What follows belongs to an exercise in optimizing a design on an open flow for small area; a production flow would make more cautious choices. In this exercise RTL edits were held to simulation tests only and were not proved equivalent to the original. Power and IR drop assume default switching activity.

$ cat flow/design.v
module cmac_rx_monitor #(
   parameter int          MIN_FRAME_BYTES  = 64,
   parameter int          MAX_FRAME_BYTES  = 9600,
   parameter int          CNT_W            = 12,   
   parameter int          BYTES_W          = 24,   
   parameter logic [CNT_W-1:0] GOOD_FRAMES_INIT = '0    
) (
   input  logic               user_clk,
   input  logic               user_resetn,
   input  logic               clear,
   input  logic [511:0]       s_axis_tdata,
   input  logic [63:0]        s_axis_tkeep,
   input  logic               s_axis_tuser,
   input  logic               s_axis_tlast,
   input  logic               s_axis_tvalid,
   output logic               s_axis_tready,
   output logic [511:0]       m_axis_tdata,
   output logic [63:0]        m_axis_tkeep,
   output logic               m_axis_tuser,
   output logic               m_axis_tlast,
   output logic               m_axis_tvalid,
   input  logic               m_axis_tready,
   output logic [CNT_W-1:0]   good_frames,
   output logic [CNT_W-1:0]   bad_frames,
   output logic [CNT_W-1:0]   runt_frames,
   output logic [CNT_W-1:0]   oversize_frames,
   output logic [BYTES_W-1:0] good_bytes,
   output logic               frame_done,
   output logic [15:0]        last_frame_len
);
   typedef struct packed {
      logic [511:0] tdata;
      logic [63:0]  tkeep;
      logic         tuser;
      logic         tlast;
   } beat_t;
   function automatic logic [6:0] popcount(input logic [63:0] k);
      popcount = '0;
      for (int i = 0; i < 64; i++) popcount = popcount + {6'd0, k[i]};
   endfunction
   function automatic logic [CNT_W-1:0] sat_inc(input logic [CNT_W-1:0] c);
      sat_inc = (c == '1) ? c : c + 1'b1;
   endfunction
   beat_t main_q, skid_q, in_beat;
   logic  main_vld, skid_vld, rdy_q, skid_nxt;
   logic  in_hs, out_hs, frame_end;
   assign in_beat   = {s_axis_tdata, s_axis_tkeep, s_axis_tuser, s_axis_tlast};
   assign in_hs     = s_axis_tvalid & rdy_q;
   assign out_hs    = main_vld & m_axis_tready;
   assign frame_end = in_hs & s_axis_tlast;
   assign s_axis_tready = rdy_q;
   assign m_axis_tvalid = main_vld;
   assign m_axis_tdata  = main_q.tdata;
   assign m_axis_tkeep  = main_q.tkeep;
   assign m_axis_tuser  = main_q.tuser;
   assign m_axis_tlast  = main_q.tlast;
   assign skid_nxt = skid_vld ? !out_hs : (in_hs & main_vld & !out_hs);
   always_ff @(posedge user_clk or negedge user_resetn) begin
      if (!user_resetn) begin
         main_vld <= 1'b0;
         skid_vld <= 1'b0;
         rdy_q    <= 1'b0;
         main_q   <= '0;
         skid_q   <= '0;
      end else begin
         skid_vld <= skid_nxt;
         rdy_q    <= !skid_nxt;
         if (skid_vld) begin
            if (out_hs) main_q <= skid_q;
         end else if (in_hs) begin
            if (!main_vld || out_hs) begin
               main_q   <= in_beat;
               main_vld <= 1'b1;
            end else begin
               skid_q <= in_beat;
            end
         end else if (out_hs) begin
            main_vld <= 1'b0;
         end
      end
   end
   logic [6:0]  beat_bytes;
   logic [16:0] sum;
   logic [15:0] acc_q, frame_len;
   logic [BYTES_W:0] bytes_sum;
   logic        fmt_err_q, beat_err, keep_contig, is_runt, is_over, frame_bad;
   assign beat_bytes  = popcount(s_axis_tkeep);
   assign sum         = {1'b0, acc_q} + {10'b0, beat_bytes};
   assign frame_len   = sum[16] ? 16'hFFFF : sum[15:0];
   assign keep_contig = (s_axis_tkeep != '0) && ((s_axis_tkeep & (s_axis_tkeep + 64'd1)) == '0);
   assign beat_err    = s_axis_tlast ? !keep_contig : (s_axis_tkeep != '1);
   assign is_runt     = frame_len < 16'(MIN_FRAME_BYTES);
   assign is_over     = frame_len > 16'(MAX_FRAME_BYTES);
   assign frame_bad   = s_axis_tuser | fmt_err_q | beat_err | is_runt | is_over;
   assign bytes_sum   = {1'b0, good_bytes} + {{(BYTES_W-15){1'b0}}, frame_len};
   always_ff @(posedge user_clk or negedge user_resetn) begin
      if (!user_resetn) begin
         acc_q           <= '0;
         fmt_err_q       <= 1'b0;
         frame_done      <= 1'b0;
         last_frame_len  <= '0;
         good_frames     <= GOOD_FRAMES_INIT;
         bad_frames      <= '0;
         runt_frames     <= '0;
         oversize_frames <= '0;
         good_bytes      <= '0;
      end else begin
         frame_done <= frame_end;
         if (in_hs) begin
            if (s_axis_tlast) begin
               acc_q          <= '0;
               fmt_err_q      <= 1'b0;
               last_frame_len <= frame_len;
            end else begin
               acc_q     <= frame_len;
               fmt_err_q <= fmt_err_q | beat_err;
            end
         end
         if (clear) begin
            good_frames     <= '0;
            bad_frames      <= '0;
            runt_frames     <= '0;
            oversize_frames <= '0;
            good_bytes      <= '0;
         end else if (frame_end) begin
            if (frame_bad) begin
               bad_frames <= sat_inc(bad_frames);
            end else begin
               good_frames <= sat_inc(good_frames);
               good_bytes  <= bytes_sum[BYTES_W] ? '1 : bytes_sum[BYTES_W-1:0];
            end
            if (is_runt) runt_frames     <= sat_inc(runt_frames);
            if (is_over) oversize_frames <= sat_inc(oversize_frames);
         end
      end
   end
endmodule
$ cat flow/run.sh
#!/bin/bash
# synth_recipe.tcl (not shown) runs the flow's synth.tcl, then flattens the netlist and writes it again
# the make line also repeats each setting of config.mk as NAME=value (left out here)
make -C /OpenROAD-flow-scripts/flow DESIGN_CONFIG=/design/flow/config.mk WORK_HOME=/design/flow/orfs CLKGATE_MAP_FILE= SYNTH_SCRIPT=/design/flow/synth_recipe.tcl finish
$ cat flow/config.mk
export PLATFORM = sky130hd
export DESIGN_NAME = cmac_rx_monitor
export DESIGN_NICKNAME = cmac_rx_monitor
export VERILOG_FILES = /design/flow/design.v
export SDC_FILE = /design/flow/constraint.sdc
export NUM_CORES = 4
export LEC_CHECK = 0
export CAP_MARGIN = 20
export CORE_MARGIN = 2
export CORE_UTILIZATION = 40
export SLEW_MARGIN = 20
$ cat flow/constraint.sdc
create_clock -name core_clock -period 13.0 [get_ports {user_clk}]
set_input_delay 2.6000 -clock core_clock [delete_from_list [all_inputs] [get_ports {user_clk}]]
set_output_delay 2.6000 -clock core_clock [all_outputs]
set_load 0.01 [all_outputs]
==> results.json, run 1 <==
{
  "status": "complete, no violations",
  "coreArea_um2": 141000,
  "clockPowerShare": 0.184,
  "critPathArrivalTime_ns": 12.06,
  "synth.area.top_cells": "dfrtp_1, mux2_2, mux2i_1",
  "grt_pass1_wl_um": 305000,
  "antenna_left": 0,
  "worst_r2r_path_depth": 29,
  "wirelength_met1_um": 80200,
  "cts.reportedPaths.clkPinSlew_ns": 0.06,
  "p_sw_uw": 9230,
  "rows": 138,
  "postCtsHoldBufs": 0,
  "vias_per_cell": 5.29,
  "grt_start_max_net_pins": 237,
  "route.met2.wl_um": 105000,
  "area.growth.synth_to_final_pct": 34.5,
  "comb_power_share": 0.517,
  "max_slew_margin": 0.194,
  "wl_um": 212000,
  "netSwitchingFraction": 0.400,
  "p_per_area_nw_per_um2": 302,
  "yosysSeqAreaShare": 0.558,
  "fmax_mhz": 87.4,
  "cts_max_level": 4,
  "pin_count": 1252,
  "synth-simple-area-share": 0.0774,
  "crit_type": "input pin to register",
  "overflow": 0,
  "ys_types": 67,
  "clkLatencyLatePin_ns": 0.78,
  "syn_avg_cell_area_um2": 11.7,
  "hold_path_class": "register to register",
  "drt_pre_antenna_iters": 7,
  "synth_compound_area_frac": 0.0799,
  "numCtsBuffers": 145,
  "wl_per_cell_um": 26.4,
  "drv_slew": 0,
  "fill_cells": 12400,
  "final_util": 0.540,
  "synth-edff-count": 0,
  "rsz0062_at_grt": "false",
  "p_int_uw": 13800,
  "post_cts_buffers": 0,
  "routed.top_layer": "met5",
  "mappedNetlistNets": 5519,
  "muxShareOfSynthArea": 0.219,
  "syn_area_um2": 56700,
  "fin_skew_ns": 0.0251,
  "ys_ff_latch": 1265,
  "layout_min_cycle_time_ns": 11.45,
  "fin_crit_sh": 0.881,
  "drc": 0,
  "initial_utilization": 0.402,
  "tightest_slew_ns": 1.21,
  "drt_iter0_drc": 2908,
  "cts_buffer_depth": 3,
  "critPathLaunchType": "input pin",
  "drv_cap": 0,
  "place_hpwl_um": 158000,
  "async_reset_ff_frac": 1.00,
  "cts_tree": "built",
  "synth_adder_area_share": 0.0311,
  "critPathRequiredTime_ns": 13.61,
  "grt_pass1_vias": 42500,
  "leakage_uw": 0.0322,
  "synthCells": 4829,
  "die_w_um": 381,
  "drive_above_1_share": 0.150,
  "port_buffers": 1251,
  "setup_tns_ns": 0,
  "final_nets": 6697,
  "cp_slowest_cell": "clkdlybuf4s50_1",
  "die_h_um": 381,
  "peakVddDrop_mv": 1.02,
  "max_stage_delay_ns": 0.60,
  "end_kind": "register",
  "gp_congestion": 0.961,
  "holdPathStages": 2,
  "cp_max_fo": 10,
  "vias": 42600,
  "synthXorXnorAreaFrac": 0.00587,
  "root_buffer": "clkbuf_16",
  "antenna_found_initial": 78,
  "path_common_cell": "fa_1",
  "cts.sinks": 1265,
  "p_seq_frac": 0.299,
  "gr-usage-all-layers": 0.287,
  "synth_top_family_by_area": "multiplexers",
  "cts_resized": 0,
  "hold_violations": 0,
  "yosysTopAreaCell": "dfrtp_1",
  "die-area_um2": 145000,
  "synth_ff_type": "dfrtp_1",
  "synth_warnings": 1,
  "synth_top_area_share": 0.558,
  "setup_viol": 0,
  "dr_wl_met3_um": 16900
}
synth_stat cells, drive strengths merged (28+ instances only):
cell type  number
mux2i         584
nand3          50
dfrtp        1265
nand2          90
xor2           28
nor2          657
nand4          43
a21oi         628
nor4           30
clkbuf        283
fa             57
mux2          583
inv           127
o21ai          73
ha             50
state kept, by name, summed over array words and instances, names as in the netlist, 12 cells and up:
name             count
oversize_frames     12
last_frame_len      16
main_q             578
runt_frames         12
skid_q             578
good_bytes          24
acc_q               16
bad_frames          12
good_frames         12
worst max-delay path, delay by kind of cell:
kind	cells	cell delay, ns
and+or+nand+nor	7	1.32
adders and majority gates	11	5.13
AOI/OAI and AO/OA	7	1.53
buffers and inverters	10	1.48
final cells by class:
class                   count  area (µm²)  share of cell area
multi-input cells        3133       23500               0.307
clock buffers             217        4260              0.0559
repair buffers           1335       13300               0.174
well taps                1890        2360              0.0310
clock inverters            47         702             0.00920
inverters                 127         477             0.00625
diodes                     37        92.6             0.00121
flip-flops and latches   1265       31700               0.415
per-stage QoR:
stage	worst slack, ns	cell area [µm²]	cells	power (µW)	hold WS [ns]
3_5_place_dp	0.873	71300	7750	18800	0.481
3_3_place_gp	1.01	71300	7750	18600	0.482
2_1_floorplan	2.02	56700	4829	13900	0.456
5_1_grt	1.13	76300	8041	24700	0.512
4_1_cts	1.71	76200	8014	23200	0.495
6_report	1.55	76300	8051	23100	0.496
placed cells by master, fill, tap and decap left out, drive strengths merged, types with 7 or more instances in the layout:
cell,instances
a311oi,16
or4,16
a21oi,628
nor3,25
nor2b,14
nand2b,7
dfrtp,1265
fa,57
nand3,50
buf,86
xor2,28
diode,37
inv,129
clkinv,28
o31ai,20
clkbuf,217
o21ai,73
or3,16
or2,7
ha,50
xnor2,10
a31oi,16
bufinv,13
nor4,30
nand2,90
mux2,583
nor2,657
clkdlybuf4s50,1249
mux2i,584
a22o,7
and3,15
nand4,43
and2,7
final timing paths:
path,from,endpoint,slack [ns]
max in group asynchronous,user_resetn,main_q[418],8.86
min in group asynchronous,user_resetn,main_q[129],1.84
min reg2reg,acc_q[2],acc_q[2],0.50
min,acc_q[2],acc_q[2],0.50
max,s_axis_tkeep[35],good_bytes[19],1.55
max reg2reg,acc_q[0],good_bytes[5],4.47
routing by layer:
metal	track usage	vias up
met2	0.485	1403
met3	0.0938	437
met1	0.330	21400
met4	0.131	32
met5	0	-
li1	-	19400
power by group through the flow:
stage / registers [µW] / clock network, µW / logic, µW
after floorplan: 7120 / 0 / 6820
after global placement: 6850 / 0 / 11700
after detailed placement: 6930 / 0 / 11900
after CTS: 6890 / 4340 / 12000
after global routing: 7110 / 4500 / 13100
final: 6890 / 4250 / 11900
cell families after synthesis:
logic type,after synthesis
XOR/XNOR,38
adder cells (fa/ha/maj),107
AO/OA/AOI/OAI,827
AND/OR/NAND/NOR,994
flip-flops,1265
buffers and inverters,431
multiplexers,1167
==> run 2, diff against run 1 <==
--- a/flow/design.v
+++ b/flow/design.v
@@ -29,10 +29,5 @@
    output logic [15:0]        last_frame_len
 );
-   typedef struct packed {
-      logic [511:0] tdata;
-      logic [63:0]  tkeep;
-      logic         tuser;
-      logic         tlast;
-   } beat_t;
+   localparam int BW = 512 + 64 + 2;
    function automatic logic [6:0] popcount(input logic [63:0] k);
       popcount = '0;
@@ -42,7 +37,7 @@
       sat_inc = (c == '1) ? c : c + 1'b1;
    endfunction
-   beat_t main_q, skid_q, in_beat;
+   logic [BW-1:0] main_q, skid_q, skid_d, in_beat;
    logic  main_vld, skid_vld, rdy_q, skid_nxt;
-   logic  in_hs, out_hs, frame_end;
+   logic  in_hs, out_hs, frame_end, main_ld;
    assign in_beat   = {s_axis_tdata, s_axis_tkeep, s_axis_tuser, s_axis_tlast};
    assign in_hs     = s_axis_tvalid & rdy_q;
@@ -51,9 +46,12 @@
    assign s_axis_tready = rdy_q;
    assign m_axis_tvalid = main_vld;
-   assign m_axis_tdata  = main_q.tdata;
-   assign m_axis_tkeep  = main_q.tkeep;
-   assign m_axis_tuser  = main_q.tuser;
-   assign m_axis_tlast  = main_q.tlast;
+   assign {m_axis_tdata, m_axis_tkeep, m_axis_tuser, m_axis_tlast} = main_q;
    assign skid_nxt = skid_vld ? !out_hs : (in_hs & main_vld & !out_hs);
+   assign skid_d  = skid_vld ? skid_q : in_beat;
+   assign main_ld = out_hs | !main_vld;
+   always_ff @(posedge user_clk) begin
+      skid_q <= skid_d;
+      if (main_ld) main_q <= skid_d;
+   end
    always_ff @(posedge user_clk or negedge user_resetn) begin
       if (!user_resetn) begin
@@ -61,21 +59,8 @@
          skid_vld <= 1'b0;
          rdy_q    <= 1'b0;
-         main_q   <= '0;
-         skid_q   <= '0;
       end else begin
          skid_vld <= skid_nxt;
          rdy_q    <= !skid_nxt;
-         if (skid_vld) begin
-            if (out_hs) main_q <= skid_q;
-         end else if (in_hs) begin
-            if (!main_vld || out_hs) begin
-               main_q   <= in_beat;
-               main_vld <= 1'b1;
-            end else begin
-               skid_q <= in_beat;
-            end
-         end else if (out_hs) begin
-            main_vld <= 1'b0;
-         end
+         main_vld <= skid_vld | in_hs | (main_vld & !out_hs);
       end
    end
@@ -85,13 +70,17 @@
    logic [BYTES_W:0] bytes_sum;
    logic        fmt_err_q, beat_err, keep_contig, is_runt, is_over, frame_bad;
+   logic [62:0] keep_step;
    assign beat_bytes  = popcount(s_axis_tkeep);
    assign sum         = {1'b0, acc_q} + {10'b0, beat_bytes};
    assign frame_len   = sum[16] ? 16'hFFFF : sum[15:0];
-   assign keep_contig = (s_axis_tkeep != '0) && ((s_axis_tkeep & (s_axis_tkeep + 64'd1)) == '0);
-   assign beat_err    = s_axis_tlast ? !keep_contig : (s_axis_tkeep != '1);
+   for (genvar i = 0; i < 63; i++) begin : g_step
+      assign keep_step[i] = s_axis_tkeep[i] | !s_axis_tkeep[i+1];
+   end
+   assign keep_contig = s_axis_tkeep[0] & (&keep_step);
+   assign beat_err    = s_axis_tlast ? !keep_contig : !beat_bytes[6];
    assign is_runt     = frame_len < 16'(MIN_FRAME_BYTES);
    assign is_over     = frame_len > 16'(MAX_FRAME_BYTES);
    assign frame_bad   = s_axis_tuser | fmt_err_q | beat_err | is_runt | is_over;
-   assign bytes_sum   = {1'b0, good_bytes} + {{(BYTES_W-15){1'b0}}, frame_len};
+   assign bytes_sum   = {1'b0, good_bytes} + {{(BYTES_W-13){1'b0}}, frame_len[13:0]};
    always_ff @(posedge user_clk or negedge user_resetn) begin
       if (!user_resetn) begin
==> run 2 against run 1 <==
The flow now stops in 3_2_place_iop. Area after synthesis fell by 22%. Synthesized cell count decreased by 42%.
==> results.json, run 2 <==
{
  "synth_common_cells": "dfxtp_1, edfxtp_1, mux2_2",
  "ys_types": 84,
  "synth.area.top_cells": "edfxtp_1, dfxtp_1, mux2_2",
  "ys_ff_latch": 1265,
  "synth_warnings": 1,
  "yosysTopAreaCell": "edfxtp_1",
  "yosysSeqAreaShare": 0.715,
  "syn_area_um2": 44300,
  "error": "[ERROR PPL-0024] Number of IO pins (1252) exceeds maximum number of available positions (1216). Increase the die perimeter from 1346.86um to 1702.72um.",
  "haltStage": "3_2_place_iop",
  "rows": 122,
  "mappedNetlistNets": 3492,
  "synthCells": 2813,
  "die_h_um": 337,
  "syn_avg_cell_area_um2": 15.7,
  "die_w_um": 337,
  "async_reset_ff_frac": 0.0862,
  "synth-edff-count": 578,
  "synth_ff_type": "edfxtp_1",
  "initial_utilization": 0.402,
  "synth_top_area_share": 0.392,
  "status": "did not finish"
}
==> run 2: changes by cell type after synthesis, moves of 14 or more <==
cell | before | now
mux2_2 | 583 | 533
nand2_1 | 90 | 129
nor4_1 | 27 | 7
edfxtp_1 | 0 | 578
xnor2_1 | 10 | 24
nand4_1 | 41 | 20
dfrtp_1 | 1265 | 109
o21ai_0 | 73 | 100
mux2i_1 | 584 | 5
a21oi_1 | 628 | 45
dfxtp_1 | 0 | 578
nor2_1 | 657 | 77
clkbuf_1 | 283 | 86
nand3_1 | 50 | 30
==> run 2: cell families after synthesis <==
group                    Yosys count  share of synthesized area
multiplexers                     540                      0.137
buffers and inverters            233                     0.0205
flip-flops                      1265                      0.715
adder cells (fa/ha/maj)           96                     0.0366
XOR/XNOR                          43                    0.00851
AND/OR/NAND/NOR                  367                     0.0415
AO/OA/AOI/OAI                    269                     0.0409
==> run 3, diff against run 2 <==
--- a/flow/config.mk
+++ b/flow/config.mk
@@ -7,5 +7,5 @@
 export LEC_CHECK = 0
 export CAP_MARGIN = 20
-export CORE_MARGIN = 2
-export CORE_UTILIZATION = 40
+export CORE_AREA = 5 5 435 435
+export DIE_AREA = 0 0 440 440
 export SLEW_MARGIN = 20
==> run 3 against run 2 <==
Now clean on timing, DRC and antenna. Area after synthesis is the same. Synthesized cell count unchanged.
==> results.json, run 3 <==
{
  "status": "complete, no violations",
  "min_from": "skid_q[434]",
  "ys_types": 84,
  "place_hpwl_um": 138000,
  "antenna_found_initial": 67,
  "p_seq_frac": 0.304,
  "syn_area_um2": 44300,
  "max_slew_margin": 0.244,
  "worst_r2r_path_depth": 17,
  "drv_slew": 0,
  "max_stage_delay_ns": 0.70,
  "comb_power_share": 0.508,
  "hold_violations": 0,
  "rrSetupSlack_ns": 8.42,
  "syn_avg_cell_area_um2": 15.7,
  "critPathRequiredTime_ns": 13.69,
  "rows": 157,
  "timing.critical_path.from": "s_axis_tkeep[17]",
  "die_h_um": 440,
  "fin_skew_ns": 0.0261,
  "p_sw_uw": 8390,
  "synthCells": 2813,
  "fmax_mhz": 81.7,
  "fin_crit_sh": 0.942,
  "cts_buffer_depth": 3,
  "vias": 28400,
  "layout_common_cells": "clkdlybuf4s50_1, edfxtp_1, dfxtp_1, mux2_2, clkbuf_16",
  "drt_iter0_drc": 1641,
  "path_common_cell": "fa_1",
  "overflow": 0,
  "mappedNetlistNets": 3492,
  "port_buffers": 1251,
  "layout_min_cycle_time_ns": 12.24,
  "die_w_um": 440,
  "async_reset_ff_frac": 0.0862,
  "pin_count": 1252,
  "vias_per_cell": 4.19,
  "clkLatencyLatePin_ns": 0.78,
  "clockPowerShare": 0.188,
  "area.growth.synth_to_final_pct": 46.1,
  "peakVddDrop_mv": 0.928,
  "cts.reportedPaths.clkPinSlew_ns": 0.06,
  "crit_type": "input pin to register",
  "wl_um": 174000,
  "placed_cells": 6477,
  "cts_resized": 0,
  "hold_path_class": "register to register",
  "synth-edff-count": 578,
  "wl_per_cell_um": 25.7,
  "cts_max_level": 4,
  "synth.area.top_cells": "edfxtp_1, dfxtp_1, mux2_2",
  "die-area_um2": 194000,
  "synth_ff_type": "edfxtp_1",
  "grt_start_max_net_pins": 151,
  "cts_tree": "built",
  "netSwitchingFraction": 0.390,
  "root_buffer": "clkbuf_16",
  "cp_max_fo": 7,
  "yosysTopAreaCell": "edfxtp_1",
  "final_nets": 4839,
  "critPathArrivalTime_ns": 12.93,
  "setup_tns_ns": 0,
  "drv_cap": 0,
  "final_common_cell": "clkdlybuf4s50_1",
  "holdPathStages": 1,
  "ys_ff_latch": 1265,
  "postCtsHoldBufs": 0,
  "post_cts_buffers": 0,
  "rsz0062_at_grt": "false",
  "end_kind": "register",
  "synth_top_area_share": 0.392,
  "grt_pass1_vias": 28600,
  "coreArea_um2": 183000,
  "numCtsBuffers": 145,
  "gp_congestion": 0.915,
  "initial_utilization": 0.241,
  "reg_top3": "main_q x578, skid_q x578, good_bytes x24",
  "stdcell_count": 6762,
  "setup_viol": 0,
  "leakage_uw": 0.0243,
  "drc": 0,
  "antenna_left": 0,
  "synth_common_cells": "dfxtp_1, edfxtp_1, mux2_2",
  "drt_pre_antenna_iters": 5,
  "synth_warnings": 1,
  "critPathLaunchType": "input pin",
  "gr-usage-all-layers": 0.172,
  "drive_above_1_share": 0.194,
  "p_per_area_nw_per_um2": 333,
  "p_int_uw": 13100,
  "cts.sinks": 1265,
  "grt_pass1_wl_um": 231000,
  "yosysSeqAreaShare": 0.715,
  "tightest_slew_ns": 1.13,
  "cp_slowest_cell": "fa_1",
  "r2r-start": "acc_q[0]"
}
## run 3: critical path: cells and delay by family
family,cells,cell delay (ns)
buf+inv,7,1.02
fa+ha+maj,13,5.71
simple gates,8,1.47
compound gates,10,2.07
## run 3: path summary, 6_finish.rpt
path / to
worst max-delay path: good_bytes[15]
worst min-delay path: skid_q[434]
worst max register to register: good_bytes[14]
worst min register to register: skid_q[434]
max in group asynchronous: skid_vld
min in group asynchronous: good_frames[10]
## run 3: power groups by stage
| stage | clock network, µW | registers (µW) | logic [µW] |
|---|---|---|---|
| after floorplan | 0 | 6950 | 6100 |
| after global routing | 4350 | 6680 | 11800 |
| after global placement | 0 | 6580 | 10900 |
| after CTS | 4190 | 6550 | 11100 |
| after detailed placement | 0 | 6620 | 11000 |
| final | 4050 | 6540 | 10900 |
## run 3: logic make-up after synthesis
family,after synthesis,share of synthesized area
AOI/OAI and AO/OA,269,0.0409
DFF,1265,0.715
muxes,540,0.137
buffers and inverters,233,0.0205
and+or+nand+nor,367,0.0415
adders and majority gates,96,0.0366
xor gates and xnor gates,43,0.00851
## run 3: layer usage
metal  global-route usage  up-vias  part of all wire  wire length [µm]
li1                     -    12900                 -                 -
met1                0.200    14100              0.38             66900
met2                0.289     1088              0.49             84700
met3               0.0635      274             0.089             15400
met4               0.0657       38             0.037              6480
met5                    0        -            0.0015               256
## run 3: area by class of cell
class	count	area (µm²)
repair buffers	1299	12900
inverters	134	503
flip-flops and latches	1265	31700
multi-input cells	1315	11700
clock inverters	75	707
diodes	18	45.0
well taps	2464	3080
clock buffers	192	4020
fillers	17800	119000
## run 3: stage by stage
stage	total power [µW]	utilization	hold WS (ns)	cell area [µm²]	setup slack (ns)
global placement	17500	0.327	0.451	59900	-0.00641
CTS	21800	0.352	0.470	64600	0.758
global route	22900	0.352	0.480	64700	0.171
finish	21500	0.353	0.468	64700	0.755
floorplan	13100	-	0.431	44300	1.37
detailed placement	17600	0.327	0.455	59900	-0.0662
==> run 4, diff against run 3 <==
==> flow/flow/run.sh (new file) <==
#!/bin/bash
# Standard ORFS layout with two changes: every port still gets its own buffer, but a
# minimum-size one (buf_1) instead of the default pick, and CTS inserts no dummy loads.
set -euo pipefail
export BUFFER_PORTS_ARGS="-buffer_cell sky130_fd_sc_hd__buf_1"
export CTS_ARGS="-sink_clustering_enable -repair_clock_nets -dont_use_dummy_load -buf_list sky130_fd_sc_hd__clkbuf_8 -sink_clustering_size 16 -sink_clustering_max_diameter 60"
bash standard.sh finish > standard.log 2>&1
==> flow/standard.sh (new file) <==
#!/bin/bash
# synth_recipe.tcl (not shown) runs the flow's synth.tcl, then flattens the netlist and writes it again
# the make line also repeats each setting of config.mk as NAME=value (left out here)
make -C /OpenROAD-flow-scripts/flow DESIGN_CONFIG=/design/flow/config.mk WORK_HOME=/design/flow/orfs CLKGATE_MAP_FILE= SYNTH_SCRIPT=/design/flow/synth_recipe.tcl "${@:-finish}"
--- a/flow/config.mk
+++ b/flow/config.mk
@@ -8,4 +8,7 @@
 export CAP_MARGIN = 20
 export CORE_AREA = 5 5 435 435
+export CTS_BUF_LIST = sky130_fd_sc_hd__clkbuf_8
+export CTS_CLUSTER_DIAMETER = 60
+export CTS_CLUSTER_SIZE = 16
 export DIE_AREA = 0 0 440 440
 export SLEW_MARGIN = 20
removed: flow/run.sh
==> run 4 against run 3 <==
Still clean. Hold slack lost 0.0033 ns. Clock skew grew 0.052 ns. Fmax grew 3.4%. Register-to-register slack lost 0.24 ns. Synthesized cell count is the same. Power shrank 16%. Final area shrank 17%.
==> results.json, run 4 <==
{
  "max_stage_delay_ns": 0.58,
  "die_h_um": 440,
  "r2r-start": "acc_q[0]",
  "grt_pass1_wl_um": 222000,
  "tightest_slew_ns": 1.08,
  "fin_area_um2": 53600,
  "crit_cells": 35,
  "finalHoldWorstSlack_ns": 0.465,
  "critPathArrivalTime_ns": 12.57,
  "synth_warnings": 1,
  "fmax_mhz": 84.4,
  "pin_count": 1252,
  "syn_area_um2": 44300,
  "cts_max_level": 3,
  "synth-edff-count": 578,
  "synth.area.top_cells": "edfxtp_1, dfxtp_1, mux2_2",
  "power_uw": 18100,
  "wl_um": 167000,
  "synth_ff_type": "edfxtp_1",
  "vias": 27900,
  "drv_cap": 0,
  "die-area_um2": 194000,
  "area.growth.synth_to_final_pct": 21.1,
  "overflow": 0,
  "port_buffers": 1251,
  "leakage_uw": 0.0193,
  "cp_max_fo": 10,
  "setup_tns_ns": 0,
  "drv_slew": 0,
  "end_kind": "register",
  "drc": 0,
  "drive_above_1_share": 0.174,
  "status": "complete, no violations",
  "yosysSeqAreaShare": 0.715,
  "grt_pass1_vias": 27900,
  "yosysTopAreaCell": "edfxtp_1",
  "gr-usage-all-layers": 0.164,
  "antenna_found_initial": 44,
  "worst_r2r_path_depth": 18,
  "cp_slowest_cell": "fa_1",
  "r2r_end": "good_bytes[22]",
  "cts.sinks": 1265,
  "fin_skew_ns": 0.0785,
  "timing.critical_path.from": "s_axis_tkeep[15]",
  "layout_min_cycle_time_ns": 11.84,
  "setup_viol": 0,
  "fill_cells": 18900,
  "final_common_cell": "buf_1",
  "async_reset_ff_frac": 0.0862,
  "ys_types": 84,
  "synth_common_cells": "dfxtp_1, edfxtp_1, mux2_2",
  "cts_buffer_depth": 3,
  "crit_type": "input pin to register",
  "placed_cell_area_um2": 52000,
  "vias_per_cell": 4.23,
  "gp_congestion": 0.960,
  "die_w_um": 440,
  "rsz0062_at_grt": "false",
  "synthCells": 2813,
  "max_slew_margin": 0.278,
  "peakVddDrop_mv": 1.17,
  "p_per_area_nw_per_um2": 337,
  "rrSetupSlack_ns": 8.18,
  "reg_top3": "main_q x578, skid_q x578, good_bytes x24",
  "multi_input_area_um2": 11700,
  "drt_pre_antenna_iters": 6,
  "hold_path_class": "register to register",
  "ys_ff_latch": 1265,
  "cts_tree": "built",
  "layout_common_cells": "buf_1, edfxtp_1, dfxtp_1, mux2_2, inv_1",
  "critPathRequiredTime_ns": 13.72,
  "postCtsHoldBufs": 0,
  "mappedNetlistNets": 3492,
  "initial_utilization": 0.241,
  "grt_start_max_net_pins": 157,
  "syn_avg_cell_area_um2": 15.7,
  "post_cts_buffers": 0,
  "numCtsBuffers": 116,
  "critPathLaunchType": "input pin",
  "rows": 157,
  "clkLatencyLatePin_ns": 0.83,
  "hold_violations": 0,
  "drt_iter0_drc": 1915,
  "root_buffer": "clkbuf_8",
  "coreArea_um2": 183000,
  "cts.reportedPaths.clkPinSlew_ns": 0.09,
  "wl_per_cell_um": 25.3,
  "path_common_cell": "fa_1",
  "final_nets": 4796,
  "path_buf_inv": 7,
  "regArea_um2": 31700,
  "cts_resized": 0,
  "synth_top_area_share": 0.392,
  "critPathCapture": "good_bytes[22]",
  "place_hpwl_um": 135000,
  "fin_crit_sh": 0.911,
  "path_delay_family": "adder cells",
  "antenna_left": 0
}
[run 4: cell type report]
cell class	instances	share of cell area
Multi-Input combinational cell	1315	0.219
Tap cell	2464	0.0575
Timing Repair Buffer	1285	0.0936
Sequential cell	1265	0.590
Inverter	134	0.00938
Clock buffer	116	0.0298
Antenna cell	15	0.000700
[run 4: cell families (layout without fill, tap and decap cells)]
group,count (synthesis),after routing,synth area share
compound gates,269,269,0.0409
mux,540,540,0.137
other cells,0,15,0
simple gates,367,367,0.0415
xor+xnor,43,43,0.00851
flops,1265,1265,0.715
fa+ha+maj,96,96,0.0366
buf+inv,233,1535,0.0205
[run 4: how the worst min path moves through the flow]
stage,slack [ns],cells after the start,end,from
floorplan,0.43,2,skid_q[10],skid_q[10]
global placement,0.45,1,skid_q[554],skid_q[554]
detailed placement,0.46,1,skid_q[343],skid_q[343]
CTS,0.47,2,skid_q[22],skid_q[22]
global route,0.48,1,skid_q[162],skid_q[162]
finish,0.46,2,skid_q[42],skid_q[42]
[run 4: stage by stage]
| stage | setup slack [ns] | utilization | std cells |
|---|---|---|---|
| global route | 0.687 | 0.292 | 6589 |
| finish | 1.16 | 0.292 | 6594 |
| detailed placement | 0.306 | 0.283 | 6463 |
| floorplan | 1.37 | - | 2813 |
| CTS | 1.25 | 0.292 | 6579 |
| global placement | 0.287 | 0.283 | 6463 |
[run 4: power breakdown]
group	switching [µW]	internal [µW]
Clock	1260	786
Combinational	5950	3520
Sequential	532	6010
Total	7750	10300
[run 4: metal layers]
| layer | up-vias | global-route usage | part of all wire |
|---|---|---|---|
| met4 | 16 | 0.0398 | 0.025 |
| met1 | 14000 | 0.203 | 0.39 |
| met5 | - | 0 | 0.00071 |
| met2 | 1044 | 0.281 | 0.50 |
| met3 | 211 | 0.0475 | 0.084 |
| li1 | 12600 | - | - |
[run 4: tightest hold or removal path: cells and delay by family (launching register included)]
kind | cells | cell delay (ns)
flip-flops | 1 | 0.31
AND/OR/NAND/NOR | 1 | 0.04
AO/OA/AOI/OAI | 1 | 0.08

==> static timing again, ports no longer ideal <==
In the flow no input, the clock included, has a driving cell. The finished layouts below were timed again as built, in two steps.
Step 1, drivers: a clkbuf_16 drives user_clk and a buf_2 each remaining input, both assumed.
Step 2 moves the port delays by t, midway between the first and last clock arrival at a register: inputs arrive t later, outputs are due t later. That takes back most of the time a late clock gives input paths.
a / b / c = no drivers / after step 1 / after step 2; a / b = the first two.
run | shift t [ns] | setup slack, ns | latest minus earliest clock arrival (ns)
run 1 | 0.845 | 1.553 / 1.567 / 0.722 | 0.034 / 0.034
run 3 | 0.849 | 0.755 / 0.812 / -0.037 | 0.032 / 0.032
run 4 | 0.886 | 1.156 / 1.206 / 0.320 | 0.095 / 0.094
With both steps, setup timing fails in run 3, where it was met with ideal ports. For run 4, which loses most, drivers alone change the setup slack by +0.050 ns; drivers and shift together by -0.836 ns.
